Background: an optimization exercise with open tools, aiming at small area, a short achievable clock period and few clock cycles. Do not read the settings as production practice.
The RTL was checked by simulation tests, not by an equivalence proof against the original design.
Power figures rest on the tool's default switching activity, not on a simulated workload.

File: constraint.sdc
create_clock -name core_clock -period 6.7 [get_ports {CLK}]
set_input_delay 1.3400 -clock core_clock [delete_from_list [all_inputs] [get_ports {CLK}]]
set_output_delay 1.3400 -clock core_clock [all_outputs]
set_load 0.01 [all_outputs]
File: config.mk
export PLATFORM = sky130hd
export DESIGN_NAME = rv_core
export DESIGN_NICKNAME = rv_core
export VERILOG_FILES = /design/flow/design.v
export SDC_FILE = /design/flow/constraint.sdc
export NUM_CORES = 4
export LEC_CHECK = 0
export CAP_MARGIN = 30
export CELL_PAD_IN_SITES_DETAIL_PLACEMENT = 1
export CELL_PAD_IN_SITES_GLOBAL_PLACEMENT = 2
export CORE_MARGIN = 2
export CORE_UTILIZATION = 30
export PLACE_DENSITY = 0.5
export SLEW_MARGIN = 40
File: design.v
package rv_pkg;
   typedef enum logic [6:0] {
      OP     = 7'b0110011,
      OP_IMM = 7'b0010011,
      LOAD   = 7'b0000011,
      STORE  = 7'b0100011,
      BRANCH = 7'b1100011,
      JALR   = 7'b1100111,
      LUI    = 7'b0110111
   } opcode_e;
   typedef enum logic [3:0] {
      ST_RESET, ST_FETCH, ST_FETCH_WAIT, ST_DECODE, ST_EXECUTE, ST_WRITEBACK,
      ST_ADDR, ST_MEM_READ, ST_MEM_WAIT, ST_LOAD_WB, ST_MEM_WRITE, ST_BRANCH,
      ST_JALR_LINK, ST_JALR_JUMP
   } state_e;
   typedef enum logic [1:0] {ALU_ADD, ALU_SUB, ALU_SLT, ALU_PASS_B} alu_op_e;
   localparam logic [1:0] SRC_A_REG    = 2'd0;
   localparam logic [1:0] SRC_A_PC     = 2'd1;
   localparam logic [1:0] SRC_A_ZERO   = 2'd2;
   localparam logic [1:0] SRC_B_REG    = 2'd0;
   localparam logic [1:0] SRC_B_IMM    = 2'd1;
   localparam logic [1:0] SRC_B_FOUR   = 2'd2;
   localparam logic [1:0] SRC_B_BRANCH = 2'd3;
   localparam logic [1:0] WB_ALU       = 2'd0;
   localparam logic [1:0] WB_MDR       = 2'd1;
   localparam logic [1:0] WB_PC        = 2'd2;
   localparam logic       PC_SRC_ALU    = 1'b0;    
   localparam logic       PC_SRC_TARGET = 1'b1;    
   typedef struct packed {
      logic       ir_load;
      logic       pc_write;
      logic       pc_src;
      logic       ab_load;
      logic       alu_out_load;
      logic       mdr_load;
      logic [1:0] alu_src_a;
      logic [1:0] alu_src_b;
      alu_op_e    alu_op;
      logic       reg_write;
      logic [1:0] wb_src;
      logic       dmem_re;
      logic       dmem_we;
   } ctrl_t;
   typedef struct packed {
      logic [6:0] opcode;
      logic [2:0] funct3;
      logic       funct7_b5;
      logic       eq;
      logic       lt;       
   } status_t;
   typedef struct packed {
      logic [64-1:0] addr;
   } imem_req_t;
   typedef struct packed {
      logic [64-1:0] addr;
      logic [64-1:0] wdata;
      logic                re;
      logic                we;
   } dmem_req_t;
endpackage
`timescale 1ns/10ps
import rv_pkg::*;
module rv_alu (
   input  logic [64-1:0] a,
   input  logic [64-1:0] b,
   input  rv_pkg::alu_op_e     op,
   output logic [64-1:0] result,
   output logic                eq,
   output logic                lt
);
   assign eq = (a == b);
   assign lt = ($signed(a) < $signed(b));
   always_comb
   begin
      case (op)
         ALU_ADD:
            result = a + b;
         ALU_SUB:
            result = a - b;
         ALU_SLT:
            result = {{(64-1){1'b0}}, lt};    
         ALU_PASS_B:
            result = b;                            
         default:
            result = a + b;
      endcase
   end
endmodule
`timescale 1ns/10ps
module rv_regfile (
   input  logic                  CLK,
   input  logic                  RESET,
   input  logic [5-1:0] rs1,
   input  logic [5-1:0] rs2,
   input  logic [5-1:0] rd,
   input  logic                  we,
   input  logic [64-1:0]   wdata,
   output logic [64-1:0]   rdata1,
   output logic [64-1:0]   rdata2
);
   logic [64-1:0] regs [32];
   assign rdata1 = regs[rs1];
   assign rdata2 = regs[rs2];
   always_ff @(posedge CLK or posedge RESET)
   begin
      if (RESET)
      begin
         for (int i = 0; i < 32; i++)
            regs[i] <= '0;
      end
      else if (we && (rd != '0))    
         regs[rd] <= wdata;
   end
endmodule
`timescale 1ns/10ps
import rv_pkg::*;
module rv_imm_gen (
   input  logic [31:0]         instr,
   output logic [64-1:0] imm,
   output logic [64-1:0] branch_imm
);
   logic [64-1:0] imm_i;
   logic [64-1:0] imm_s;
   logic [64-1:0] imm_u;
   logic [64-1:0] imm_b;
   assign imm_i = {{(64-12){instr[31]}}, instr[31:20]};
   assign imm_s = {{(64-12){instr[31]}}, instr[31:25], instr[11:7]};
   assign imm_u = {{(64-32){instr[31]}}, instr[31:12], 12'h000};
   assign imm_b = {{(64-13){instr[31]}}, instr[31], instr[7], instr[30:25],
                   instr[11:8], 1'b0};
   assign branch_imm = imm_b - 64'(4);
   always_comb
   begin
      case (instr[6:0])
         STORE:
            imm = imm_s;
         LUI:
            imm = imm_u;
         default:
            imm = imm_i;    
      endcase
   end
endmodule
`timescale 1ns/10ps
import rv_pkg::*;
module rv_datapath (
   input  logic                CLK,
   input  logic                RESET,
   input  rv_pkg::ctrl_t       ctrl,
   output rv_pkg::status_t     status,
   output rv_pkg::imem_req_t   imem_req,
   input  logic [31:0]         imem_rdata,
   output rv_pkg::dmem_req_t   dmem_req,
   input  logic [64-1:0] dmem_rdata
);
   logic [64-1:0] pc;
   logic [31:0]         ir;
   logic [64-1:0] a_reg;
   logic [64-1:0] b_reg;
   logic [64-1:0] alu_out;
   logic [64-1:0] mdr;
   logic [64-1:0] rdata1;
   logic [64-1:0] rdata2;
   logic [64-1:0] wb_data;
   logic [64-1:0] imm;
   logic [64-1:0] branch_imm;
   logic [64-1:0] alu_a;
   logic [64-1:0] alu_b;
   logic [64-1:0] alu_result;
   logic [64-1:0] pc_target;
   logic                alu_eq;
   logic                alu_lt;
   always_ff @(posedge CLK or posedge RESET)
   begin
      if (RESET)
         pc <= 64'h0000_0000_0000_0000;
      else if (ctrl.pc_write)
         pc <= {pc_target[64-1:1], 1'b0};    
   end
   always_ff @(posedge CLK)
   begin
      if (ctrl.ir_load)
         ir <= imem_rdata;
      if (ctrl.ab_load)
      begin
         a_reg <= rdata1;
         b_reg <= rdata2;
      end
      if (ctrl.alu_out_load)
         alu_out <= alu_result;
      if (ctrl.mdr_load)
         mdr <= dmem_rdata;
   end
   assign pc_target = (ctrl.pc_src == PC_SRC_TARGET) ? alu_out : alu_result;
   always_comb
   begin
      case (ctrl.alu_src_a)
         SRC_A_PC:   alu_a = pc;
         SRC_A_ZERO: alu_a = '0;
         default:    alu_a = a_reg;
      endcase
      case (ctrl.alu_src_b)
         SRC_B_IMM:    alu_b = imm;
         SRC_B_FOUR:   alu_b = 64'(4);
         SRC_B_BRANCH: alu_b = branch_imm;
         default:      alu_b = b_reg;
      endcase
      case (ctrl.wb_src)
         WB_MDR:  wb_data = mdr;
         WB_PC:   wb_data = pc;    
         default: wb_data = alu_out;
      endcase
   end
   rv_regfile u_regfile (
      .CLK    (CLK),
      .RESET  (RESET),
      .rs1    (ir[19:15]),
      .rs2    (ir[24:20]),
      .rd     (ir[11:7]),
      .we     (ctrl.reg_write),
      .wdata  (wb_data),
      .rdata1 (rdata1),
      .rdata2 (rdata2)
   );
   rv_imm_gen u_imm_gen (
      .instr      (ir),
      .imm        (imm),
      .branch_imm (branch_imm)
   );
   rv_alu u_alu (
      .a      (alu_a),
      .b      (alu_b),
      .op     (ctrl.alu_op),
      .result (alu_result),
      .eq     (alu_eq),
      .lt     (alu_lt)
   );
   always_comb
   begin
      status.opcode    = ir[6:0];
      status.funct3    = ir[14:12];
      status.funct7_b5 = ir[30];
      status.eq        = alu_eq;
      status.lt        = alu_lt;
      imem_req.addr    = pc;
      dmem_req.addr    = alu_out;    
      dmem_req.wdata   = b_reg;
      dmem_req.re      = ctrl.dmem_re;
      dmem_req.we      = ctrl.dmem_we;
   end
endmodule
`timescale 1ns/10ps
import rv_pkg::*;
module rv_control (
   input  logic            CLK,
   input  logic            RESET,
   input  rv_pkg::status_t status,
   output rv_pkg::ctrl_t   ctrl
);
   rv_pkg::state_e state;
   rv_pkg::state_e state_next;
   rv_pkg::alu_op_e exec_op;
   logic    arith_f3;
   logic    dword_f3;
   logic    taken;
   always_ff @(posedge CLK or posedge RESET)
   begin
      if (RESET)
         state <= ST_RESET;
      else
         state <= state_next;
   end
   assign arith_f3 = (status.funct3 == 3'd0) || (status.funct3 == 3'd2);    
   assign dword_f3 = (status.funct3 == 3'd3);
   always_comb
   begin
      exec_op = ALU_ADD;
      case (status.opcode)
         OP:
         begin
            if (status.funct3 == 3'd2)
               exec_op = ALU_SLT;
            else if (status.funct7_b5)
               exec_op = ALU_SUB;
         end
         OP_IMM:
         begin
            if (status.funct3 == 3'd2)
               exec_op = ALU_SLT;
         end
         LUI:
            exec_op = ALU_PASS_B;
         default:
            exec_op = ALU_ADD;
      endcase
   end
   always_comb
   begin
      case (status.funct3)
         3'd0:    taken = status.eq;     
         3'd1:    taken = !status.eq;    
         3'd4:    taken = status.lt;     
         3'd5:    taken = !status.lt;    
         default: taken = 1'b0;
      endcase
   end
   always_comb
   begin
      ctrl = '0;
      ctrl.alu_src_a = SRC_A_ZERO;
      state_next = ST_FETCH;
      case (state)
         ST_RESET:
            state_next = ST_FETCH;
         ST_FETCH:
            state_next = ST_FETCH_WAIT;    
         ST_FETCH_WAIT:
         begin
            ctrl.ir_load = 1'b1;
            ctrl.pc_write = 1'b1;
            ctrl.pc_src = PC_SRC_ALU;
            ctrl.alu_src_a = SRC_A_PC;
            ctrl.alu_src_b = SRC_B_FOUR;
            state_next = ST_DECODE;
         end
         ST_DECODE:
         begin
            ctrl.ab_load = 1'b1;
            ctrl.alu_out_load = 1'b1;    
            ctrl.alu_src_a = SRC_A_PC;
            ctrl.alu_src_b = SRC_B_BRANCH;
            case (status.opcode)
               OP, OP_IMM:
                  state_next = arith_f3 ? ST_EXECUTE : ST_FETCH;
               LUI:
                  state_next = ST_EXECUTE;
               LOAD, STORE:
                  state_next = dword_f3 ? ST_ADDR : ST_FETCH;
               BRANCH:
                  state_next = ST_BRANCH;
               JALR:
                  state_next = (status.funct3 == 3'd0) ? ST_JALR_LINK : ST_FETCH;
               default:
                  state_next = ST_FETCH;    
            endcase
         end
         ST_EXECUTE:
         begin
            ctrl.alu_out_load = 1'b1;
            ctrl.alu_src_a = SRC_A_REG;
            ctrl.alu_src_b = (status.opcode == OP) ? SRC_B_REG : SRC_B_IMM;
            ctrl.alu_op = exec_op;
            state_next = ST_WRITEBACK;
         end
         ST_WRITEBACK:
         begin
            ctrl.reg_write = 1'b1;
            ctrl.wb_src = WB_ALU;
         end
         ST_ADDR:
         begin
            ctrl.alu_out_load = 1'b1;
            ctrl.alu_src_a = SRC_A_REG;
            ctrl.alu_src_b = SRC_B_IMM;
            state_next = (status.opcode == LOAD) ? ST_MEM_READ : ST_MEM_WRITE;
         end
         ST_MEM_READ:
         begin
            ctrl.dmem_re = 1'b1;
            state_next = ST_MEM_WAIT;
         end
         ST_MEM_WAIT:
         begin
            ctrl.mdr_load = 1'b1;
            state_next = ST_LOAD_WB;
         end
         ST_LOAD_WB:
         begin
            ctrl.reg_write = 1'b1;
            ctrl.wb_src = WB_MDR;
         end
         ST_MEM_WRITE:
            ctrl.dmem_we = 1'b1;
         ST_BRANCH:
         begin
            ctrl.alu_src_a = SRC_A_REG;    
            ctrl.alu_src_b = SRC_B_REG;
            ctrl.pc_write = taken;
            ctrl.pc_src = PC_SRC_TARGET;
         end
         ST_JALR_LINK:
         begin
            ctrl.reg_write = 1'b1;
            ctrl.wb_src = WB_PC;
            state_next = ST_JALR_JUMP;
         end
         ST_JALR_JUMP:
         begin
            ctrl.alu_src_a = SRC_A_REG;    
            ctrl.alu_src_b = SRC_B_IMM;
            ctrl.pc_write = 1'b1;
            ctrl.pc_src = PC_SRC_ALU;
         end
         default:
            state_next = ST_FETCH;
      endcase
   end
endmodule
`timescale 1ns/10ps
import rv_pkg::*;
module rv_core (
   input  logic                CLK,
   input  logic                RESET,
   output logic [64-1:0] imem_addr,
   input  logic [31:0]         imem_rdata,
   output logic [64-1:0] dmem_addr,
   output logic [64-1:0] dmem_wdata,
   output logic                dmem_re,
   output logic                dmem_we,
   input  logic [64-1:0] dmem_rdata
);
   rv_pkg::ctrl_t     ctrl;
   rv_pkg::status_t   status;
   rv_pkg::imem_req_t imem_req;
   rv_pkg::dmem_req_t dmem_req;
   rv_control u_control (
      .CLK    (CLK),
      .RESET  (RESET),
      .status (status),
      .ctrl   (ctrl)
   );
   rv_datapath u_datapath (
      .CLK        (CLK),
      .RESET      (RESET),
      .ctrl       (ctrl),
      .status     (status),
      .imem_req   (imem_req),
      .imem_rdata (imem_rdata),
      .dmem_req   (dmem_req),
      .dmem_rdata (dmem_rdata)
   );
   assign imem_addr  = imem_req.addr;
   assign dmem_addr  = dmem_req.addr;
   assign dmem_wdata = dmem_req.wdata;
   assign dmem_re    = dmem_req.re;
   assign dmem_we    = dmem_req.we;
endmodule
File: run.sh
#!/bin/bash
# synth_recipe.tcl (not shown) runs the flow's synth.tcl, then flattens the netlist and writes it again
# the make line also repeats each setting of config.mk as NAME=value (left out here)
make -C /OpenROAD-flow-scripts/flow DESIGN_CONFIG=/design/flow/config.mk WORK_HOME=/design/flow/orfs CLKGATE_MAP_FILE= SYNTH_SCRIPT=/design/flow/synth_recipe.tcl finish
==> out/qor.txt <==
Post-Syn Area -> 118000 um2
HP Start -> u_datapath.u_regfile.regs[0][31]$_DFFE_PP0P_
final setup vio count -> 0
core footprint -> 392000 um2
Ports -> 292
Yosys reg bits -> 2403
Antenna Nets Post-Route -> 0
Die ar. -> 398000 um2
post-route cell area -> 142000 um2
worst IR drop on VDD -> 0.000196 V
Final #Nets -> 12700
R2R Setup Slk -> 0.38 ns
Worst Clk Skew -> 0.0700 ns
Rel. slew slack -> 32.9%
Detailed Place HPWL -> 501 mm
Sequential Power Share -> 39.1%
Final period util -> 94.3%
syn_nets -> 12700
Crit Path Max Fanout -> 3
clock sinks -> 2403
Arrival @ worst endpoint -> 7.17 ns
area of the multi-input gates -> 52300 um2
Hold Crit Depth -> 0
Yosys warnings -> 6
final WL -> 814 mm
Vert. Die Dim -> 631 um
Clk pwr share -> 23.6%
Slew Limit Fails -> 0
Post-synth ARST share -> 88.0%
Num CTS Buffers -> 304
pwr/cell area -> 511 nW/um2
Util after Layout -> 36.3%
mean area per synthesized cell -> 9.44 um2
Die X -> 631 um
CTS clock-pin slew for the worst setup and hold paths -> 0.06 ns
Vias per Instance -> 6.53
DRC -> 0
initial antenna violation count -> 80
CTS H-tree lvls -> 5
Comb power frac -> 37.3%
Cell Count, Final, Fillers Out -> 18000
Initial Utilization -> 30.1%
largest register by flop count -> u_datapath.u_regfile.regs
Seq. cell area -> 61600 um2
ratio of cells with drive above 1 in the final layout -> 11.3%
Pre-Repair DR Iteration Count -> 6
IO buf count -> 290
first-pass GRT wire length -> 1090 mm
Int Pwr -> 40.2 mW
EDFF count, synth -> 288
Avg WL per Cell -> 45.2 um
hold_ws -> 0.409 ns
fmax -> 158 MHz
RSZ-0062 raised after global routing -> no
leakage -> 58.9 nW
grt ovf -> 0
switching share of total power -> 44.5%
leading cell type in the layout, fill and taps excluded -> nand2_1
vias -> 118000
Max Cap Viol -> 0
register area share after synthesis -> 52.2%
Cells after Synth -> 12500
Synth Flop Type -> dfrtp_1
sw power -> 32.3 mW
hold crit path type -> reg2reg
setup TNS -> 0 ns
Setup crit end kind -> register
FP Rows -> 230
Fill cells -> 43300
final hold violations -> 0
Req. time, crit path -> 7.55 ns
vias in the first global route -> 115000
worst setup path class -> reg2reg
Critical R2R Launch -> u_datapath.ir[2]$_DFFE_PP_
commonest cells after routing, fill and taps aside -> nand2_1, o21ai_0, dfrtp_1, a22oi_1, a22o_1
Critical Path Source Type -> register
run status -> finished clean
Tmin final -> 6.32 ns
post-placement cell area -> 132000 um2
gr usage total -> 39.9%
Worst-Skew Late Latency -> 0.98 ns
TritonCTS clock tree -> done
CTS Buffer Depth -> 4
pin count of the biggest net entering global routing -> 139
worst r2r dst -> u_datapath.pc[26]$_DFFE_PP0P_
post-placement cell count -> 17400
clock root cell -> clkbuf_16
FF-to-FF path depth -> 21
GP Congestion -> 0.936
Area Overhead vs Synth -> 20.5%
synth unique cells -> 107
hold_buf cts -> 0
Hold Path Sink -> u_datapath.u_regfile.regs[0][31]$_DFFE_PP0P_
First DRT Iteration DRCs -> 15100
Tightest Pin Transition -> 1.01 ns
Largest register FFs -> 2048
## power groups by stage
stage	Combinational, mW	Clock [mW]	Sequential (mW)
5_1_grt	28.9	17.8	28.9
3_5_place_dp	26.4	0	28.3
3_3_place_gp	25.1	0	28.2
2_1_floorplan	13.4	0	25.4
4_1_cts	26.4	17.3	28.0
6_report	27.0	17.1	28.4
## worst max path at each step
stage | start | end | cells after the start
4_1_cts | u_datapath.ir[2]$_DFFE_PP_ | u_datapath.alu_out[58]$_DFFE_PP_ | 25
3_3_place_gp | u_datapath.ir[3]$_DFFE_PP_ | u_datapath.alu_out[58]$_DFFE_PP_ | 24
6_report | u_datapath.ir[2]$_DFFE_PP_ | u_datapath.pc[26]$_DFFE_PP0P_ | 21
3_5_place_dp | u_datapath.ir[3]$_DFFE_PP_ | u_datapath.alu_out[58]$_DFFE_PP_ | 24
2_1_floorplan | RESET | u_control.state[0]$_DFF_PP0_ | 1
5_1_grt | u_datapath.ir[3]$_DFFE_PP_ | u_datapath.alu_out[58]$_DFFE_PP_ | 24
## cell usage after synthesis, types with 12 or more instances
master | count | area share (%)
o31ai_1 | 41 | 0.26
edfxtp_1 | 288 | 7.3
o211ai_1 | 14 | 0.089
a221oi_1 | 664 | 4.9
nor3_1 | 53 | 0.23
o32a_1 | 130 | 1.1
buf_2 | 39 | 0.17
ha_1 | 135 | 1.4
or3_1 | 21 | 0.11
inv_1 | 143 | 0.46
o21ai_0 | 2117 | 9.0
a22o_1 | 700 | 5.2
nand3_1 | 169 | 0.72
nor4_1 | 36 | 0.19
nor2_1 | 332 | 1.1
o21ai_1 | 29 | 0.12
a311oi_1 | 12 | 0.089
mux2i_1 | 44 | 0.37
a211oi_1 | 18 | 0.11
clkbuf_1 | 1179 | 3.8
dfrtp_1 | 2115 | 45
nor2b_1 | 26 | 0.14
a221o_1 | 13 | 0.11
o21bai_1 | 34 | 0.22
a21o_1 | 48 | 0.31
nand4_1 | 280 | 1.5
o22ai_1 | 37 | 0.20
a22oi_1 | 710 | 4.5
buf_1 | 57 | 0.18
a21oi_1 | 400 | 1.7
nand2_1 | 2320 | 7.4
nand2b_1 | 25 | 0.13
## per-layer routing
layer  part of all wire [%]  GRT usage [%]
met1                     43           54.2
met2                     43           60.7
met3                    8.9           9.29
met4                    4.9           17.0
met5                  0.028              0
## critical path: stages (launching register included)
cell and delay (ns):
edfxtp_1 0.39, or3b_1 0.43, or3_1 0.35, a21oi_1 0.16
o21a_1 0.19, o21a_2 0.18, a22o_1 0.31, ha_1 0.23
inv_1 0.07, fa_1 0.47, nor3b_1 0.18, o31ai_1 0.42
a21oi_1 0.21, o31ai_1 0.78, nand2_1 0.39, a21oi_1 0.44
o21bai_1 0.16, o21ai_0 0.19, nor2_1 0.07, o22ai_1 0.32
mux2i_1 0.15, o21ai_0 0.16
## area by class of cell
class,instances,share of cell area (%)
inverters,152,0.410
diodes,61,0.107
multi-input cells,8643,36.8
repair buffers,990,7.67
flip-flops and latches,2403,43.4
well taps,5220,4.60
clock buffers,449,6.31
clock inverters,96,0.742
## cells by family after synthesis
logic type,Yosys count,synth area share [%]
xor+xnor,8,0.0595
fa+ha+maj,137,1.47
mux,49,0.421
simple gates,3334,11.9
flops,2403,52.2
buf+inv,1437,4.66
compound gates,5114,29.2
other cells,1,0.00318
## per-stage QoR
stage / setup slack [ns] / power, mW
5_1_grt: 0.0743 / 75.6
2_1_floorplan: -24.01 / 38.7
3_3_place_gp: -0.0883 / 53.3
3_5_place_dp: 0.00125 / 54.6
6_report: 0.379 / 72.5
4_1_cts: 0.173 / 71.8
## repair_timing
action,CTS,global route
setup buffers,0,0
setup endpoints to repair,1,5
gates resized for setup,1,1
Testbench counts, summed over its fixed seeds: cycles 98,357.

[what the ideal ports hide]
No port has a modelled driver above. Below, the same layout with a new extraction and two added sets of constraints.
Step 1 assumes that a clkbuf_16 drives the clock port and a buf_2 every other input.
Step 2 moves the port delays by t, midway between the first and last clock arrival at a register: inputs arrive t later, outputs are due t later. That takes back most of the time a late clock gives input paths.
Three values: ideal ports, drivers, drivers and shift; two values: the first two.
t (ns): 1.050
setup WS [ns]: 0.379 / 0.379 / 0.379
worst setup path at the end: register to register
latest minus earliest clock arrival (ns): 0.071 / 0.071
worst data-port slew with drivers (ns): 0.12
After both steps this run still meets setup and hold. For this run, drivers alone change the setup slack by 0.000 ns; drivers and shift together by 0.000 ns.
